This is an optimization exercise on Yosys and OpenROAD, whose aim is small area and a short achievable clock period, not a production implementation. The RTL was checked by simulation tests, not by an equivalence proof against the original design. The flow treats the clock pin as an ideal source, which a real chip does not have. No activity file was given, so power comes from the tool's default toggle rates.

`flow/config.mk`:
```
export PLATFORM = sky130hd
export DESIGN_NAME = mem_responder
export DESIGN_NICKNAME = mem_responder
export VERILOG_FILES = /design/flow/design.v
export SDC_FILE = /design/flow/constraint.sdc
export NUM_CORES = 4
export LEC_CHECK = 0
export CAP_MARGIN = 20
export CORE_MARGIN = 2
export CORE_UTILIZATION = 70
export PLACE_DENSITY = 0.8
export SLEW_MARGIN = 20
```
`flow/flow/run.sh`:
```
#!/bin/bash
# Standard synthesis (the standard.sh), then ORFS's standard layout steps
# with these changes: a larger repair_timing setup margin, clock-tree and
# port-buffer options, and a pre-CTS step (flow/pre_cts.tcl) that moves the
# registers driving output ports next to their port buffers. Each tool's
# output goes to its own log in the work folder (ORFS also keeps per-step
# logs in orfs/logs).
set -euo pipefail
bash standard.sh synth > synth.log 2>&1
bash standard.sh SETUP_SLACK_MARGIN=7 \
  CTS_ARGS="-sink_clustering_enable -repair_clock_nets -dont_use_dummy_load -sink_clustering_size 30 -sink_clustering_max_diameter 100" \
  BUFFER_PORTS_ARGS="-buffer_cell sky130_fd_sc_hd__buf_2" \
  PRE_CTS_TCL="$PWD/flow/pre_cts.tcl" \
  finish > layout.log 2>&1
```
`flow/constraint.sdc`:
```
create_clock -name core_clock -period 10.0 [get_ports {CLK}]
set_input_delay 2.0000 -clock core_clock [delete_from_list [all_inputs] [get_ports {CLK}]]
set_output_delay 2.0000 -clock core_clock [all_outputs]
set_load 0.01 [all_outputs]
```
`flow/standard.sh`:
```
#!/bin/bash
# synth_recipe.tcl (not shown) runs the flow's synth.tcl, then flattens the netlist and writes it again
# the make line also repeats each setting of config.mk as NAME=value (left out here)
make -C /OpenROAD-flow-scripts/flow DESIGN_CONFIG=/design/flow/config.mk WORK_HOME=/design/flow/orfs CLKGATE_MAP_FILE= SYNTH_SCRIPT=/design/flow/synth_recipe.tcl "${@:-finish}"
```
`flow/design.v`:
```
module mem_responder #(
   parameter int          DEPTH_WORDS = 64,
   parameter int          WAIT_CYCLES = 2,
   parameter logic [31:0] PASS_ADR    = 32'd84,
   parameter logic [31:0] PASS_DATA   = 32'd71,
   parameter logic [31:0] ALLOW_ADR   = 32'd80
) (
   input  logic        CLK,
   input  logic        Reset,
   input  logic        MemReq,
   input  logic        MemWrite,
   input  logic [31:0] DataAdr,
   input  logic [31:0] WriteData,
   input  logic [3:0]  ByteEn,
   output logic [31:0] ReadData,
   output logic        MemReady,
   output logic        Done,
   output logic        Pass
);
   localparam int NG = 8;                   
   localparam int NL = 8;                   
   logic s1, s2, resp;
   logic idle;
   assign idle = ~(s1 | s2 | resp);
   always_ff @(posedge CLK or posedge Reset) begin
      if (Reset) begin
         s1   <= 1'b0;
         s2   <= 1'b0;
         resp <= 1'b0;
      end else begin
         s1   <= idle & MemReq;
         s2   <= s1;
         resp <= s2;
      end
   end
   assign MemReady = resp;
   logic [NL-1:0] cap_nlo;      
   logic [NG-1:0] cap_hi;       
   logic          cap_hi0;      
   logic [31:0]   cap_col;      
   logic          cap_d_pass;   
   logic [3:0]    cap_be;
   logic          cap_wr;
   logic          mem_ph;       
   logic unused_adr_lsb;
   assign unused_adr_lsb = ^DataAdr[1:0];
   always_ff @(posedge CLK) begin
      if (idle) begin
         for (int i = 0; i < NL; i++) cap_nlo[i] <= (DataAdr[4:2] != 3'(i));
         for (int i = 0; i < NG; i++) cap_hi[i] <= (DataAdr[7:5] == 3'(i));
         cap_hi0 <= ~|DataAdr[31:8];
         for (int i = 0; i < 32; i++)
            cap_col[i] <= (WriteData[i] ^ ~mem_ph) | ~ByteEn[i/8];
         cap_d_pass <= (WriteData == PASS_DATA);
         cap_be  <= ByteEn;
         cap_wr  <= MemWrite;
      end
   end
   logic [31:0] mem_q [DEPTH_WORDS];
   logic [31:0] col;
   logic        commit, commit_h;
   logic        st_commit;    
   always_ff @(posedge CLK) begin
      mem_ph <= ~mem_ph;
   end
   always_ff @(posedge CLK or posedge Reset) begin
      if (Reset) st_commit <= 1'b0;
      else       st_commit <= s2 & cap_wr;
   end
   assign commit   = st_commit;
   assign commit_h = resp & cap_wr;
   assign col      = cap_col;
   for (genvar w = 0; w < DEPTH_WORDS; w++) begin : g_word
      logic        hit;
      logic [3:0]  wr_set;
      logic        wr_hold;
      logic [31:0] nxt;
      assign hit     = cap_hi[w / NL] & ~cap_nlo[w % NL];
      assign wr_set  =  ({4{commit   & hit}} & cap_be);
      assign wr_hold = ~(commit_h & hit);
      for (genvar b = 0; b < 32; b++) begin : g_bit
         assign nxt[b] = ~((mem_q[w][b] | wr_set[b/8]) & (col[b] | wr_hold));
      end
      always_ff @(posedge CLK) mem_q[w] <= nxt;
   end
   logic          rd_en;
   logic [NG-1:0] nhi_rd;
   logic          rd_flip;
   logic [31:0]   grp [NG];
   logic [31:0]   rd_mux;
   logic [31:0]   rd_q;
   assign rd_en = s2 & ~cap_wr;
   assign nhi_rd  = ~(cap_hi & {NG{rd_en}});
   assign rd_flip = mem_ph | ~rd_en;
   always_comb begin
      for (int g = 0; g < NG; g++) begin
         grp[g] = '1;
         for (int l = 0; l < NL; l++)
            grp[g] = grp[g] & (mem_q[g*NL + l] | {32{cap_nlo[l]}});
      end
      rd_mux = '1;
      for (int g = 0; g < NG; g++)
         rd_mux = rd_mux & (grp[g] | {32{nhi_rd[g]}});
   end
   always_ff @(posedge CLK or posedge Reset) begin
      if (Reset) rd_q <= '0;
      else       rd_q <= rd_mux ^ {32{rd_flip}};
   end
   assign ReadData = rd_q;
   logic done_q, pass_q;
   logic hit_pass, hit_allow;
   assign hit_pass  = cap_hi0 && cap_hi[PASS_ADR[7:5]] && !cap_nlo[PASS_ADR[4:2]]
                      && cap_d_pass;
   assign hit_allow = cap_hi0 && cap_hi[ALLOW_ADR[7:5]] && !cap_nlo[ALLOW_ADR[4:2]];
   always_ff @(posedge CLK or posedge Reset) begin
      if (Reset) begin
         done_q <= 1'b0;
         pass_q <= 1'b0;
      end else if (commit && !done_q) begin
         if (hit_pass) begin
            done_q <= 1'b1;
            pass_q <= 1'b1;
         end else if (!hit_allow) begin
            done_q <= 1'b1;
            pass_q <= 1'b0;
         end
      end
   end
   assign Done = done_q;
   assign Pass = pass_q;
endmodule
```
`flow/flow/pre_cts.tcl`:
```
# Move each register that drives an output port next to that port's output
# buffer (which placement puts at the pin), so the register drives a short
# wire; the path into the register has slack to spare. Placement is then
# legalised again.
set block [ord::get_db_block]
set moved 0
foreach bterm [$block getBTerms] {
  if {[$bterm getIoType] != "OUTPUT"} { continue }
  set net [$bterm getNet]
  if {$net == "NULL"} { continue }
  set buf ""
  foreach it [$net getITerms] {
    if {[$it isOutputSignal]} { set buf [$it getInst] }
  }
  if {$buf == ""} { continue }
  set ff ""
  foreach it [$buf getITerms] {
    if {[$it isInputSignal] && [$it getNet] != "NULL"} {
      foreach d [[$it getNet] getITerms] {
        if {[$d isOutputSignal]} { set ff [$d getInst] }
      }
    }
  }
  if {$ff == ""} { continue }
  if {![[$ff getMaster] isSequential]} { continue }
  set loc [$buf getLocation]
  $ff setLocation [lindex $loc 0] [lindex $loc 1]
  $ff setPlacementStatus PLACED
  incr moved
}
puts "pre_cts: moved $moved output registers next to their port buffers"
detailed_placement
```
==> results.toml, run 1 <==
[sta]
rsz0062_at_grt = "yes"
period_minus_slack_ns = 3.29
hold_viol = 0
finClkSkew_ns = 0.0634
fin_crit_sh = 0.329
setup_viol = 0
finalMaxSlewViolations = 0
timing.fmax_mhz = 304
setup_tns_ns = 0
slew_headroom = 0.168
tightest_slew_ns = 1.25

[synthesis]
synth_area_mm2 = 0.0717
synth_fp_nets = 6972
synth_commonest_cells = "3137 x o22ai_1, 2049 x dfxtp_1, 438 x clkbuf_1"
synthDominantCellAreaShare = 0.572
synthMostInstantiatedCell = "o22ai_1"
synth_edf_count = 55
synth_flop_cell = "dfxtp_1"
yosysWarnings = 3
avgSynthCellArea_um2 = 10.4
synth.top_cells.by_area = "dfxtp_1 57%, o22ai_1 27%, edfxtp_1 2.3%"
synth_largest_area_cell = "dfxtp_1"
synth_cell_types = 34
netlist_instances = 6900
synth_seq_area_share = 0.609
async_reset_ff_frac = 0.0177
synth_seq_cells = 2142

[clocking]
insertion_delay_ns = 0.73
cts_buffers = 81
clk_pin_slew_ns = 0.11
cts.sinks = 2142
cts_hold_buf = 0
cts_tree = "done"

[power_and_ir_drop]
power_leakage_nw = 26.8
power.density_mw_per_mm2 = 280
peakVddDrop_uv = 217

[drt]
route.detailed.drc = 0
first_pass_iters = 10
drt_iter0_markers = 11500
vias = 65200
wl_per_cell_um = 33.8
antenna_left = 0
via_per_inst = 8.23
wirelength_mm = 267

[worst_setup_path]
slowest_stage = "dfrtp_1"
crit_family = "flip-flops"
critPathBufInv = 1
cp-start-kind = "register"
cp.arrival_ns = 1.29
worstSetupEndpointType = "output pin"
r2r_start = "cap_hi[2]$_DFFE_PN_"
crit_chain = "buf_6"
cpPeakStageDelay_ns = 0.42
critPathKind = "register to output pin"
worstPathMaxFanout = 1
startpoint = "rd_q[30]$_DFF_PP0_"
crit_required_ns = 8.00

[cells_and_area]
instances_no_fill = 7916
nets = 6605
area_growth_syn_to_layout_pct = 5.75
n_fill_cell = 7033
final_layout_size_suffix_gt1_frac = 0.0828

[floorplanning]
die_area_mm2 = 0.105
die_w_um = 324
num_rows = 117
start_util = 0.705
ioPinCount = 107
die_y_um = 324
core_mm2 = 0.102

[placement]
port_buffers = 104
detailed_place_hpwl_mm = 153
gp_congestion = 0.947
dp_cells = 7789

[run_status]
status = "no timing/DRC/antenna violations"

[hold_path]
hp-start = "mem_q[49][22]$_DFF_P_"
hold_class = "register to register"

[global_route]
grt-ovfl-total = 0
grt_pass1_wl_mm = 382
grt_pass1_vias = 60300
grt_usage = 0.485
grt_max_degree = 92
antenna_found_initial = 20

[flow_run]
maxCapViolations = 0
cell families (layout without fill, tap and decap cells):
group | Yosys count | count (layout) | synth area share
AO/OA/AOI/OAI | 3267 | 3267 | 0.291
flip-flops | 2142 | 2142 | 0.609
buffers and inverters | 728 | 359 | 0.0450
AND/OR/NAND/NOR | 699 | 699 | 0.0478
XOR/XNOR | 64 | 64 | 0.00782
other | 0 | 17 | 0
stage by stage:
| step | cell area [um^2] | power (mW) | worst slack [ns] | hold slack [ns] | util |
|---|---|---|---|---|---|
| after global placement | 71900 | 16.4 | 6.02 | 0.417 | 0.708 |
| after detailed placement | 71900 | 16.8 | 6.00 | 0.427 | 0.708 |
| after floorplan | 71700 | 15.3 | 7.14 | 0.412 | - |
| final | 75800 | 21.2 | 6.71 | 0.436 | 0.746 |
| after CTS | 74900 | 20.7 | 6.73 | 0.437 | 0.738 |
| after global routing | 75800 | 21.9 | 6.70 | 0.449 | 0.746 |
cells in the final DEF, fill, tap and decap left out, types with 20 or more instances in the layout:
cell / netlist / final
o41ai_1: 118 / 94
o41ai_2: 10 / 33
xnor2_1: 32 / 28
dfrtp_1: 38 / 37
buf_4: 36 / 123
edfxtp_1: 55 / 55
nand2_1: 202 / 188
o22ai_1: 3137 / 3116
buf_6: 15 / 29
dfxtp_1: 2049 / 2048
nor2_1: 268 / 241
nor4_2: 32 / 53
nor4_1: 140 / 102
clkbuf_16: 0 / 87
buf_2: 196 / 80
o22ai_2: 0 / 20
xor2_1: 32 / 32
nor2_2: 0 / 27
timing repair:
action                                  4_1_cts  5_1_grt
gates cloned                                  7        5
gates resized for setup                     143      123
pin swaps                                     0        7
setup buffers                                 9        5
endpoints found under the setup margin      956      729
layer usage:
| layer | vias up | global-route usage | wire [um] |
|---|---|---|---|
| met3 | 1473 | 0.194 | 45600 |
| met4 | 24 | 0.346 | 23100 |
| met2 | 5785 | 0.667 | 107000 |
| met1 | 31100 | 0.617 | 91500 |
| met5 | - | 0.0144 | 393 |
| li1 | 26800 | - | - |
area by class of cell:
| class | count | area [um^2] | share of cell area |
|---|---|---|---|
| antenna | 17 | 42.5 | 0.000561 |
| clock buffer | 81 | 2030 | 0.0267 |
| inverter | 3 | 12.5 | 0.000165 |
| multi-input combinational | 4030 | 25700 | 0.340 |
| sequential | 2142 | 43600 | 0.576 |
| tap | 1368 | 1710 | 0.0226 |
| timing repair buffer | 275 | 2630 | 0.0346 |
sequential cells by signal, summed over array words and instances, names as in the netlist:
signal / flops
mem_q: 2048
cap_col: 32
rd_q: 32
cap_hi: 8
cap_nlo: 8
cap_be: 4
cap_d_pass: 1
cap_hi0: 1
cap_wr: 1
done_q: 1
mem_ph: 1
pass_q: 1
resp: 1
s1: 1
s2: 1
st_commit: 1
power by group:
| group | internal [mW] | switching [mW] |
|---|---|---|
| clock network | 1.47 | 2.52 |
| registers | 11.4 | 1.58 |
| logic | 1.64 | 2.60 |
worst paths after layout:
kind | to | slack, ns | cells past startpoint
max in group asynchronous | rd_q[17]$_DFF_PP0_ | 8.25 | 3
setup / recovery | ReadData[30] | 6.71 | 1
min in group asynchronous | rd_q[27]$_DFF_PP0_ | 1.20 | 2
hold reg to reg | mem_q[49][22]$_DFF_P_ | 0.44 | 1
hold / removal | mem_q[49][22]$_DFF_P_ | 0.44 | 1
setup reg to reg | rd_q[13]$_DFF_PP0_ | 6.78 | 4
==> run 2: changes to the inputs <==
--- a/flow/config.mk
+++ b/flow/config.mk
@@ -8,5 +8,5 @@
 export CAP_MARGIN = 20
 export CORE_MARGIN = 2
-export CORE_UTILIZATION = 70
-export PLACE_DENSITY = 0.8
+export CORE_UTILIZATION = 65
+export PLACE_DENSITY = 0.75
 export SLEW_MARGIN = 20
==> run 2 against run 1 <==
Against the previous run:
- total power shrank 0.97%
- highest routed layer unchanged
- routed wire length is essentially flat
- critical endpoint is now MemReady
- maximum frequency grew 0.75%
- non-clock buffer count grew 8
- final area shrank 0.13%
- sequential share of layout area grew 0.075 points
- hold slack gained 0.0017 ns
- flip-flop and latch count is the same
- clock skew shrank 0.021 ns
- critical path type unchanged
- register-to-register slack gained 0.05 ns
==> results.toml, run 2 <==
[run_status]
status = "no timing/DRC/antenna violations"

[placement]
detailed_place_hpwl_mm = 148
gp_congestion = 0.924
dp_slack_ns = 5.96
port_buffers = 104

[sta]
setup_tns_ns = 0
finClkSkew_ns = 0.0423
tightest_slew_ns = 1.21
rsz0062_at_grt = "yes"
slew_headroom = 0.190
setup_viol = 0
finalMaxSlewViolations = 0
worst_slack_ns = 6.74
timing.fmax_mhz = 306
fin_crit_sh = 0.326
hold_viol = 0
period_minus_slack_ns = 3.26

[clocking]
insertion_delay_ns = 0.73
cts_tree = "done"
cts_buffers = 81
cts.sinks = 2142
cts_hold_buf = 0
clk_pin_slew_ns = 0.11

[worst_setup_path]
cp.arrival_ns = 1.26
cp-start-kind = "register"
worstPathMaxFanout = 2
crit_chain = "buf_6"
r2r_start = "cap_wr$_DFFE_PN_"
cpPeakStageDelay_ns = 0.44
crit_family = "flip-flops"
worstSetupEndpointType = "output pin"
critPathKind = "register to output pin"
slowest_stage = "dfrtp_2"
crit_required_ns = 8.00
startpoint = "resp$_DFF_PP0_"
critPathBufInv = 1

[flow_run]
maxCapViolations = 0

[power_and_ir_drop]
p_comb_frac = 0.194
power.density_mw_per_mm2 = 278
clockPowerShare = 0.190
p_sw_frac = 0.312
power_leakage_nw = 26.8
power_frac_seq = 0.616
peakVddDrop_uv = 148
p_sw_mw = 6.56
power.internal_mw = 14.5
power_mw = 21.0

[cells_and_area]
n_fill_cell = 8217
ff_latch_area_mm2 = 0.0436
mostFrequentLayoutCells = "3117 x o22ai_1, 2048 x dfxtp_1, 259 x nor2_1"
multi_input_area_mm2 = 0.0255
top_regs = "mem_q x2048, cap_col x32, rd_q x32"
top_register = "mem_q"
layout_commonest_cell = "o22ai_1"
largest_reg_flops = 2048
final_layout_size_suffix_gt1_frac = 0.0807
nets = 6613
area_growth_syn_to_layout_pct = 5.61

[global_route]
grt_max_degree = 85
grt_usage = 0.447
grt_pass1_wl_mm = 379
grt-ovfl-total = 0
grt_pass1_vias = 58800
antenna_found_initial = 12

[synthesis]
netlist_instances = 6900
synth_commonest_cells = "3137 x o22ai_1, 2049 x dfxtp_1, 438 x clkbuf_1"
synth_top_family_by_area = "compound AO/OA/AOI/OAI gates"
synthDominantCellAreaShare = 0.572
synth_xor_area_frac = 0.00782
synth-simple-area-share = 0.0478
synth_area_mm2 = 0.0717
avgSynthCellArea_um2 = 10.4
synthAdderAreaFrac = 0
synthMostInstantiatedCell = "o22ai_1"
synth_flop_cell = "dfxtp_1"
yosysWarnings = 3
synth_seq_area_share = 0.609
synthMuxAreaShare = 0
synth_cell_types = 34
synth_largest_area_cell = "dfxtp_1"
synth_edf_count = 55
async_reset_ff_frac = 0.0177
synth.top_cells.by_area = "dfxtp_1 57%, o22ai_1 27%, edfxtp_1 2.3%"
synth_fp_nets = 6972
synth_seq_cells = 2142
synth_compound_area_frac = 0.291

[drt]
drt_iter0_markers = 10200
wl_per_cell_um = 33.3
first_pass_iters = 6
vias = 64300
antenna_left = 0
route.detailed.drc = 0
via_per_inst = 8.02
wirelength_mm = 267

[hold_path]
hold_class = "register to register"
hp-start = "mem_q[15][24]$_DFF_P_"

[floorplanning]
start_util = 0.657
ioPinCount = 107
die_y_um = 336
core_mm2 = 0.109
num_rows = 121
die_area_mm2 = 0.113
die_w_um = 336
[run 2: cell types whose count changed in the layout (fill, tap and decap cells not counted), sizes merged]
| cell | change |
|---|---|
| diode | -13 |
| buf | +6 |
| clkbuf | +2 |
[run 2: metrics by stage]
step / hold WS (ns) / utilization / area [um^2] / std cells
global route: 0.448 / 0.693 / 75700 / 8015
detailed placement: 0.425 / 0.660 / 72000 / 7899
CTS: 0.439 / 0.688 / 75100 / 7998
finish: 0.438 / 0.693 / 75700 / 8019
global placement: 0.417 / 0.660 / 72000 / 7899
floorplan: 0.412 / - / 71700 / 6900
[run 2: what timing repair did]
item                        CTS  global route
setup buffers                 9             8
pin swaps                     0             3
resized for setup           126            74
cloned                        9             9
setup endpoints to repair  1528           223
[run 2: power by group through the flow]
stage	combinational (mW)	clock, mW	sequential, mW
floorplan	2.59	0	12.7
global placement	3.44	0	13.0
detailed placement	3.62	0	13.1
CTS	3.78	3.96	12.9
global route	4.27	4.25	13.2
finish	4.08	3.99	13.0
[run 2: area by class of cell]
cell class / instances / area share
Sequential cell: 2142 / 0.576
Inverter: 3 / 0.000165
Tap cell: 1476 / 0.0244
Clock buffer: 81 / 0.0268
Multi-Input combinational cell: 4030 / 0.337
Timing Repair Buffer: 283 / 0.0348
Antenna cell: 4 / 0.000132
[run 2: path summary, 6_finish.rpt]
path / end / slack, ns / depth (start not counted)
max: MemReady / 6.74 / 1
min: mem_q[15][24]$_DFF_P_ / 0.44 / 1
max reg2reg: rd_q[4]$_DFF_PP0_ / 6.83 / 7
min reg2reg: mem_q[15][24]$_DFF_P_ / 0.44 / 1
max in group asynchronous: resp$_DFF_PP0_ / 7.94 / 2
min in group asynchronous: rd_q[28]$_DFF_PP0_ / 1.50 / 2
[run 2: cell families (layout without fill, tap and decap cells)]
kind of cell	count (synthesis)	after routing
xor gates and xnor gates	64	64
and+or+nand+nor	699	699
buffers and inverters	728	367
DFF	2142	2142
AOI/OAI and AO/OA	3267	3267
other	0	4
[run 2: routing by layer]
metal | vias up | global-route usage | share of wire
li1 | 26700 | - | -
met1 | 30900 | 0.587 | 0.36
met2 | 5499 | 0.622 | 0.40
met3 | 1145 | 0.163 | 0.16
met4 | 14 | 0.282 | 0.078
met5 | - | 0 | 0.00089

[what the ideal ports hide]
The flow's constraints put no driver on any port. The routed layouts listed below were extracted and timed again, unchanged, in two steps.
Step 1, drivers: a clkbuf_16 drives CLK and a buf_2 each remaining input, both assumed.
Step 2 also shifts input and output timing later by t, the mid clock arrival at the registers, as if the neighbouring blocks saw the same clock.
Three values: ideal ports, drivers, drivers and shift; two values: the first two.
run	shift t [ns]	setup slack, ns	clock arrival spread, ns
run 1	0.781	6.711 / 6.636 / 6.519	0.070 / 0.070
run 2	0.786	6.736 / 6.655 / 6.788	0.045 / 0.045
After both steps every run listed still meets setup and hold. The setup slack of run 1, which loses most, moves by -0.075 ns with the drivers and by -0.192 ns with both steps.
